What follows belongs to an exercise in optimizing a design on an open flow for small area, a short achievable clock period and few clock cycles per item; a production flow would make more cautious choices. At most, simulation tests tie the RTL to the original design; equivalence was not proved.

==> inputs of v25 <==
Design des_core, start of the top module:
module des_core (
    input  wire        clk_i,
    input  wire        reset_i,
    input  wire        mode_i,
    input  wire        valid_i,
    input  wire        accept_i,
    input  wire [63:0] key_i,
    input  wire [63:0] data_i,
    output wire        accept_o,
    output wire [63:0] data_o_o,
    output wire        valid_o_o
);
    localparam [64*7-1:0] IP_TABLE = {
        7'd58, 7'd50, 7'd42, 7'd34, 7'd26, 7'd18, 7'd10, 7'd2, 7'd60, 7'd52, 7'd44, 7'd36, 7'd28, 7'd20, 7'd12, 7'd4,
        7'd62, 7'd54, 7'd46, 7'd38, 7'd30, 7'd22, 7'd14, 7'd6, 7'd64, 7'd56, 7'd48, 7'd40, 7'd32, 7'd24, 7'd16, 7'd8,
        7'd57, 7'd49, 7'd41, 7'd33, 7'd25, 7'd17, 7'd9, 7'd1, 7'd59, 7'd51, 7'd43, 7'd35, 7'd27, 7'd19, 7'd11, 7'd3,
        7'd61, 7'd53, 7'd45, 7'd37, 7'd29, 7'd21, 7'd13, 7'd5, 7'd63, 7'd55, 7'd47, 7'd39, 7'd31, 7'd23, 7'd15, 7'd7
    };
    localparam [64*7-1:0] FP_TABLE = {
        7'd40, 7'd8, 7'd48, 7'd16, 7'd56, 7'd24, 7'd64, 7'd32, 7'd39, 7'd7, 7'd47, 7'd15, 7'd55, 7'd23, 7'd63, 7'd31,
        7'd38, 7'd6, 7'd46, 7'd14, 7'd54, 7'd22, 7'd62, 7'd30, 7'd37, 7'd5, 7'd45, 7'd13, 7'd53, 7'd21, 7'd61, 7'd29,
        7'd36, 7'd4, 7'd44, 7'd12, 7'd52, 7'd20, 7'd60, 7'd28, 7'd35, 7'd3, 7'd43, 7'd11, 7'd51, 7'd19, 7'd59, 7'd27,
  ...
clock: 4.8 ns
lec_check: 0
cap_margin: 20
core_margin: 2
core_utilization: 40
setup_slack_margin: 0.3
slew_margin: 20
run.sh (not shown) runs the stock make flow with config.mk's settings and CLKGATE_MAP_FILE= SYNTH_SCRIPT=/design/flow/synth_recipe.tcl, a recipe that flattens the netlist after the stock synthesis.
==> inputs of v9, as changes to v25 <==
--- a/flow/design.v
+++ b/flow/design.v
@@ -240,48 +240,66 @@
             r_q <= ip[31:0];
         end
     end
     wire [55:0] cd0 = des_pc1(key_i);
     wire [27:0] c0  = cd0[55:28];
     wire [27:0] d0  = cd0[27:0];
-    wire one = (cnt == 4'd0) || (cnt == 4'd7) || (cnt == 4'd14);
+    reg         sl1, sl2, sr1, sr2;
+    wire        ld_d = !busy &&  mode_i;
+    wire        ld_e = !busy && !mode_i;
+    function automatic [27:0] key_next(input [27:0] x, input [27:0] x0,
+                                       input l1, input l2, input r1, input r2,
+                                       input ld, input le);
+        key_next = ({28{l1}} & {x[26:0], x[27]})    | ({28{l2}} & {x[25:0], x[27:26]})
+                 | ({28{r1}} & {x[0], x[27:1]})     | ({28{r2}} & {x[1:0], x[27:2]})
+                 | ({28{ld}} & x0)                  | ({28{le}} & {x0[26:0], x0[27]});
+    endfunction
     always @(posedge clk_i) begin
-        if (!busy) begin
-            if (mode_i) begin
-                c_q <= c0;
-                d_q <= d0;
-            end else begin
-                c_q <= {c0[26:0], c0[27]};
-                d_q <= {d0[26:0], d0[27]};
-            end
-        end else if (dec) begin
-            c_q <= one ? {c_q[0], c_q[27:1]} : {c_q[1:0], c_q[27:2]};
-            d_q <= one ? {d_q[0], d_q[27:1]} : {d_q[1:0], d_q[27:2]};
+        c_q <= key_next(c_q, c0, sl1, sl2, sr1, sr2, ld_d, ld_e);
+        d_q <= key_next(d_q, d0, sl1, sl2, sr1, sr2, ld_d, ld_e);
+    end
+    always @(posedge clk_i) begin
+        if (busy) begin
+            cnt <= cnt + 4'd1;
         end else begin
-            c_q <= one ? {c_q[26:0], c_q[27]} : {c_q[25:0], c_q[27:26]};
-            d_q <= one ? {d_q[26:0], d_q[27]} : {d_q[25:0], d_q[27:26]};
+            cnt <= 4'd0;
+            dec <= mode_i;
         end
     end
+    wire one = (cnt == 4'd6) || (cnt == 4'd13);
     always @(posedge clk_i or negedge reset_i) begin
         if (!reset_i) begin
             idle <= 1'b1;
             busy <= 1'b0;
             vld  <= 1'b0;
-            cnt  <= 4'd0;
-            dec  <= 1'b0;
+            sl1  <= 1'b0;
+            sl2  <= 1'b0;
+            sr1  <= 1'b0;
+            sr2  <= 1'b0;
         end else if (busy) begin
-            cnt <= cnt + 4'd1;
             if (cnt == 4'd15) begin
                 busy <= 1'b0;
                 vld  <= 1'b1;
+                sl1  <= 1'b0;
+                sl2  <= 1'b0;
+                sr1  <= 1'b0;
+                sr2  <= 1'b0;
+            end else begin
+                sl1  <= !dec &&  one;
+                sl2  <= !dec && !one;
+                sr1  <=  dec &&  one;
+                sr2  <=  dec && !one;
             end
         end else if (load) begin
             idle <= 1'b0;
             busy <= 1'b1;
             vld  <= 1'b0;
-            dec  <= mode_i;
+            sl1  <= !mode_i;
+            sl2  <= 1'b0;
+            sr1  <=  mode_i;
+            sr2  <= 1'b0;
         end else if (vld && accept_i) begin
             idle <= 1'b1;
             vld  <= 1'b0;
         end
     end
 endmodule
==> flow/flow/run.sh (new file) <==
#!/bin/bash
# Standard ORFS layout with three changes:
#  - synthesis maps the logic with ABC script abc_map.script (choice-based
#    mapping with area recovery) instead of ORFS's;
#  - XOR/AND pairs are left to ABC (no half-adder extraction);
#  - ports get plain buffers instead of the resizer's default pick (a delay cell).
# The tools' output goes to standard.log; ORFS's own logs stay under orfs/logs.
set -euo pipefail
here=$(pwd)
{
  echo "proc abc {args} {"
  echo "  set i [lsearch -exact \$args -script]"
  echo "  if {\$i >= 0} { lset args [expr {\$i + 1}] $here/flow/abc_map.script }"
  echo "  yosys abc {*}\$args"
  echo "}"
  cat synth_recipe.tcl
} > my_synth.tcl
bash standard.sh "SYNTH_SCRIPT=$here/my_synth.tcl" "ADDER_MAP_FILE=" \
  "BUFFER_PORTS_ARGS=-buffer_cell sky130_fd_sc_hd__buf_1" finish > standard.log 2>&1
==> flow/flow/abc_map.script (new file) <==
strash
dch -f
map
strash
dch -f
map
topo
stime -c
==> flow/standard.sh (new file) <==
#!/bin/bash
# synth_recipe.tcl (not shown) runs the flow's synth.tcl, then flattens the netlist and writes it again
# the make line also repeats each setting of config.mk as NAME=value (left out here)
make -C /OpenROAD-flow-scripts/flow DESIGN_CONFIG=/design/flow/config.mk WORK_HOME=/design/flow/orfs CLKGATE_MAP_FILE= SYNTH_SCRIPT=/design/flow/synth_recipe.tcl "${@:-finish}"
- ABC_AREA: unset -> 1
- CORE_UTILIZATION: 40 -> 60
- CTS_BUF_LIST: unset -> sky130_fd_sc_hd__clkbuf_8
- SETUP_SLACK_MARGIN: 0.3 -> 2.45
removed: flow/run.sh
==> inputs of v21, as changes to v25 <==
--- a/flow/design.v
+++ b/flow/design.v
@@ -240,48 +240,66 @@
             r_q <= ip[31:0];
         end
     end
     wire [55:0] cd0 = des_pc1(key_i);
     wire [27:0] c0  = cd0[55:28];
     wire [27:0] d0  = cd0[27:0];
-    wire one = (cnt == 4'd0) || (cnt == 4'd7) || (cnt == 4'd14);
+    reg         sl1, sl2, sr1, sr2;
+    wire        ld_d = !busy &&  mode_i;
+    wire        ld_e = !busy && !mode_i;
+    function automatic [27:0] key_next(input [27:0] x, input [27:0] x0,
+                                       input l1, input l2, input r1, input r2,
+                                       input ld, input le);
+        key_next = ({28{l1}} & {x[26:0], x[27]})    | ({28{l2}} & {x[25:0], x[27:26]})
+                 | ({28{r1}} & {x[0], x[27:1]})     | ({28{r2}} & {x[1:0], x[27:2]})
+                 | ({28{ld}} & x0)                  | ({28{le}} & {x0[26:0], x0[27]});
+    endfunction
     always @(posedge clk_i) begin
-        if (!busy) begin
-            if (mode_i) begin
-                c_q <= c0;
-                d_q <= d0;
-            end else begin
-                c_q <= {c0[26:0], c0[27]};
-                d_q <= {d0[26:0], d0[27]};
-            end
-        end else if (dec) begin
-            c_q <= one ? {c_q[0], c_q[27:1]} : {c_q[1:0], c_q[27:2]};
-            d_q <= one ? {d_q[0], d_q[27:1]} : {d_q[1:0], d_q[27:2]};
+        c_q <= key_next(c_q, c0, sl1, sl2, sr1, sr2, ld_d, ld_e);
+        d_q <= key_next(d_q, d0, sl1, sl2, sr1, sr2, ld_d, ld_e);
+    end
+    always @(posedge clk_i) begin
+        if (busy) begin
+            cnt <= cnt + 4'd1;
         end else begin
-            c_q <= one ? {c_q[26:0], c_q[27]} : {c_q[25:0], c_q[27:26]};
-            d_q <= one ? {d_q[26:0], d_q[27]} : {d_q[25:0], d_q[27:26]};
+            cnt <= 4'd0;
+            dec <= mode_i;
         end
     end
+    wire one = (cnt == 4'd6) || (cnt == 4'd13);
     always @(posedge clk_i or negedge reset_i) begin
         if (!reset_i) begin
             idle <= 1'b1;
             busy <= 1'b0;
             vld  <= 1'b0;
-            cnt  <= 4'd0;
-            dec  <= 1'b0;
+            sl1  <= 1'b0;
+            sl2  <= 1'b0;
+            sr1  <= 1'b0;
+            sr2  <= 1'b0;
         end else if (busy) begin
-            cnt <= cnt + 4'd1;
             if (cnt == 4'd15) begin
                 busy <= 1'b0;
                 vld  <= 1'b1;
+                sl1  <= 1'b0;
+                sl2  <= 1'b0;
+                sr1  <= 1'b0;
+                sr2  <= 1'b0;
+            end else begin
+                sl1  <= !dec &&  one;
+                sl2  <= !dec && !one;
+                sr1  <=  dec &&  one;
+                sr2  <=  dec && !one;
             end
         end else if (load) begin
             idle <= 1'b0;
             busy <= 1'b1;
             vld  <= 1'b0;
-            dec  <= mode_i;
+            sl1  <= !mode_i;
+            sl2  <= 1'b0;
+            sr1  <=  mode_i;
+            sr2  <= 1'b0;
         end else if (vld && accept_i) begin
             idle <= 1'b1;
             vld  <= 1'b0;
         end
     end
 endmodule
==> flow/flow/run.sh (new file) <==
#!/bin/bash
# Standard ORFS layout with three changes:
#  - synthesis maps the logic with ABC script abc_map.script (choice-based
#    mapping with area recovery) instead of ORFS's;
#  - XOR/AND pairs are left to ABC (no half-adder extraction);
#  - ports get plain buffers instead of the resizer's default pick (a delay cell).
# The tools' output goes to standard.log; ORFS's own logs stay under orfs/logs.
set -euo pipefail
here=$(pwd)
{
  echo "proc abc {args} {"
  echo "  set i [lsearch -exact \$args -script]"
  echo "  if {\$i >= 0} { lset args [expr {\$i + 1}] $here/flow/abc_map.script }"
  echo "  yosys abc {*}\$args"
  echo "}"
  cat synth_recipe.tcl
} > my_synth.tcl
bash standard.sh "SYNTH_SCRIPT=$here/my_synth.tcl" "ADDER_MAP_FILE=" \
  "BUFFER_PORTS_ARGS=-buffer_cell sky130_fd_sc_hd__buf_1" finish > standard.log 2>&1
==> flow/flow/abc_map.script (new file) <==
strash
dch -f
map
strash
dch -f
map
topo
stime -c
==> flow/standard.sh (new file) <==
#!/bin/bash
# synth_recipe.tcl (not shown) runs the flow's synth.tcl, then flattens the netlist and writes it again
# the make line also repeats each setting of config.mk as NAME=value (left out here)
make -C /OpenROAD-flow-scripts/flow DESIGN_CONFIG=/design/flow/config.mk WORK_HOME=/design/flow/orfs CLKGATE_MAP_FILE= SYNTH_SCRIPT=/design/flow/synth_recipe.tcl "${@:-finish}"
- ABC_AREA: unset -> 1
- CTS_BUF_LIST: unset -> sky130_fd_sc_hd__clkbuf_8
- SETUP_SLACK_MARGIN: 0.3 -> 2.6
removed: flow/run.sh
==> inputs of v7, as changes to v25 <==
--- a/flow/design.v
+++ b/flow/design.v
@@ -240,48 +240,66 @@
             r_q <= ip[31:0];
         end
     end
     wire [55:0] cd0 = des_pc1(key_i);
     wire [27:0] c0  = cd0[55:28];
     wire [27:0] d0  = cd0[27:0];
-    wire one = (cnt == 4'd0) || (cnt == 4'd7) || (cnt == 4'd14);
+    reg         sl1, sl2, sr1, sr2;
+    wire        ld_d = !busy &&  mode_i;
+    wire        ld_e = !busy && !mode_i;
+    function automatic [27:0] key_next(input [27:0] x, input [27:0] x0,
+                                       input l1, input l2, input r1, input r2,
+                                       input ld, input le);
+        key_next = ({28{l1}} & {x[26:0], x[27]})    | ({28{l2}} & {x[25:0], x[27:26]})
+                 | ({28{r1}} & {x[0], x[27:1]})     | ({28{r2}} & {x[1:0], x[27:2]})
+                 | ({28{ld}} & x0)                  | ({28{le}} & {x0[26:0], x0[27]});
+    endfunction
     always @(posedge clk_i) begin
-        if (!busy) begin
-            if (mode_i) begin
-                c_q <= c0;
-                d_q <= d0;
-            end else begin
-                c_q <= {c0[26:0], c0[27]};
-                d_q <= {d0[26:0], d0[27]};
-            end
-        end else if (dec) begin
-            c_q <= one ? {c_q[0], c_q[27:1]} : {c_q[1:0], c_q[27:2]};
-            d_q <= one ? {d_q[0], d_q[27:1]} : {d_q[1:0], d_q[27:2]};
+        c_q <= key_next(c_q, c0, sl1, sl2, sr1, sr2, ld_d, ld_e);
+        d_q <= key_next(d_q, d0, sl1, sl2, sr1, sr2, ld_d, ld_e);
+    end
+    always @(posedge clk_i) begin
+        if (busy) begin
+            cnt <= cnt + 4'd1;
         end else begin
-            c_q <= one ? {c_q[26:0], c_q[27]} : {c_q[25:0], c_q[27:26]};
-            d_q <= one ? {d_q[26:0], d_q[27]} : {d_q[25:0], d_q[27:26]};
+            cnt <= 4'd0;
+            dec <= mode_i;
         end
     end
+    wire one = (cnt == 4'd6) || (cnt == 4'd13);
     always @(posedge clk_i or negedge reset_i) begin
         if (!reset_i) begin
             idle <= 1'b1;
             busy <= 1'b0;
             vld  <= 1'b0;
-            cnt  <= 4'd0;
-            dec  <= 1'b0;
+            sl1  <= 1'b0;
+            sl2  <= 1'b0;
+            sr1  <= 1'b0;
+            sr2  <= 1'b0;
         end else if (busy) begin
-            cnt <= cnt + 4'd1;
             if (cnt == 4'd15) begin
                 busy <= 1'b0;
                 vld  <= 1'b1;
+                sl1  <= 1'b0;
+                sl2  <= 1'b0;
+                sr1  <= 1'b0;
+                sr2  <= 1'b0;
+            end else begin
+                sl1  <= !dec &&  one;
+                sl2  <= !dec && !one;
+                sr1  <=  dec &&  one;
+                sr2  <=  dec && !one;
             end
         end else if (load) begin
             idle <= 1'b0;
             busy <= 1'b1;
             vld  <= 1'b0;
-            dec  <= mode_i;
+            sl1  <= !mode_i;
+            sl2  <= 1'b0;
+            sr1  <=  mode_i;
+            sr2  <= 1'b0;
         end else if (vld && accept_i) begin
             idle <= 1'b1;
             vld  <= 1'b0;
         end
     end
 endmodule
==> flow/flow/run.sh (new file) <==
#!/bin/bash
# Standard ORFS layout with three changes:
#  - synthesis maps the logic with ABC script abc_map.script (choice-based
#    mapping with area recovery) instead of ORFS's;
#  - XOR/AND pairs are left to ABC (no half-adder extraction);
#  - ports get plain buffers instead of the resizer's default pick (a delay cell).
# The tools' output goes to standard.log; ORFS's own logs stay under orfs/logs.
set -euo pipefail
here=$(pwd)
{
  echo "proc abc {args} {"
  echo "  set i [lsearch -exact \$args -script]"
  echo "  if {\$i >= 0} { lset args [expr {\$i + 1}] $here/flow/abc_map.script }"
  echo "  yosys abc {*}\$args"
  echo "}"
  cat synth_recipe.tcl
} > my_synth.tcl
bash standard.sh "SYNTH_SCRIPT=$here/my_synth.tcl" "ADDER_MAP_FILE=" \
  "BUFFER_PORTS_ARGS=-buffer_cell sky130_fd_sc_hd__buf_1" finish > standard.log 2>&1
==> flow/flow/abc_map.script (new file) <==
strash
dch -f
map
strash
dch -f
map
topo
stime -c
==> flow/standard.sh (new file) <==
#!/bin/bash
# synth_recipe.tcl (not shown) runs the flow's synth.tcl, then flattens the netlist and writes it again
# the make line also repeats each setting of config.mk as NAME=value (left out here)
make -C /OpenROAD-flow-scripts/flow DESIGN_CONFIG=/design/flow/config.mk WORK_HOME=/design/flow/orfs CLKGATE_MAP_FILE= SYNTH_SCRIPT=/design/flow/synth_recipe.tcl "${@:-finish}"
- ABC_AREA: unset -> 1
- CTS_BUF_LIST: unset -> sky130_fd_sc_hd__clkbuf_8
- SETUP_SLACK_MARGIN: 0.3 -> 2.25
removed: flow/run.sh
==> summary.txt <==
The flow ran to the end and the layout has no timing, DRC or antenna violations. The area share of the leading cell type in the synthesized netlist came out at 18.68%. The portion of netlist area occupied by mux cells is 0.1077%. The total placed instance area came out at 0.01157 mm^2. The mean cell area of the mapped netlist came out at 6.958 um^2. The number of synthesized register bits came out at 132. The proportion of layout cells with a drive suffix above 1 came out at 8.922%.
[end of results for v9]
==> summary.txt <==
Of the post-synthesis cell area, the part taken by muxes is 0.1077%. Summed over its instances, the top area cell type makes up 18.68% of the synthesized netlist area. The run finished with no timing, DRC or antenna violations.

The number of synthesized register bits is 132.
[end of results for v21]
==> summary.txt <==
The flow ran to the end and the layout has no timing, DRC or antenna violations. Global routing consumed, on the met1 layer, 33.69% of the routing resources. The proportion of layout cells with a drive suffix above 1 is 15.23%.

The number of synthesized register bits is 128. The number of pins with negative max-slew slack in the final report is 0. The total placed instance area is 0.01483 mm^2.

The portion of netlist area occupied by mux cells came out at 28.00%. The area share of the leading cell type in the synthesized netlist came out at 15.27%.
[end of results for v25]
==> summary.txt <==
The placed instances occupy a cell area of 0.01170 mm^2. The area share of the leading cell type in the synthesized netlist came out at 18.68%. Of the cells placed in the final design, the portion with a size suffix greater than 1 is 5.724%. The total length of routed met3 wires came out at 3.054 mm. Of the post-synthesis cell area, the part taken by muxes is 0.1077%.

The xor-xnor portion of the synthesized cell area came out at 3.603%. The met1 track demand over resource came out at 40.33%. The run finished with no timing, DRC or antenna violations.

For this run, the number of Yosys warnings is 1.
[end of results for v7]
Testbench counts of v9, summed over its fixed seeds: cycles 8,712, items 512.
Testbench counts of v21, summed over its fixed seeds: cycles 8,712, items 512.
Testbench counts of v7, summed over its fixed seeds: cycles 8,712, items 512.
Function not checked in v25: the RTL went through the layout flow alone.

-- port drivers added, routing unchanged --
No port has a modelled driver above. Below, the same layouts with a new extraction and two added sets of constraints.
Step 1 assumes that a clkbuf_16 drives the clock port and a buf_2 every other input.
Step 2 also shifts input and output timing later by t, the mid clock arrival at the registers, as if the neighbouring blocks saw the same clock.
a / b / c = ideal ports / drivers / drivers and shift; a / b = the first two.
| run | shift t [ns] | setup slack, ns | worst register clock-pin slew, ns |
|---|---|---|---|
| v25 | 0.481 | 1.386 / 1.386 / 1.386 | 0.07 / 0.07 |
| v9 | 0.510 | 2.410 / 2.398 / 1.979 | 0.09 / 0.09 |
| v21 | 0.509 | 2.524 / 2.496 / 2.054 | 0.10 / 0.10 |
| v7 | 0.510 | 2.323 / 2.323 / 2.180 | 0.09 / 0.09 |
After both steps setup and hold are still met in every run listed. For v21, which loses most, drivers alone change the setup slack by -0.028 ns; drivers and shift together by -0.470 ns.
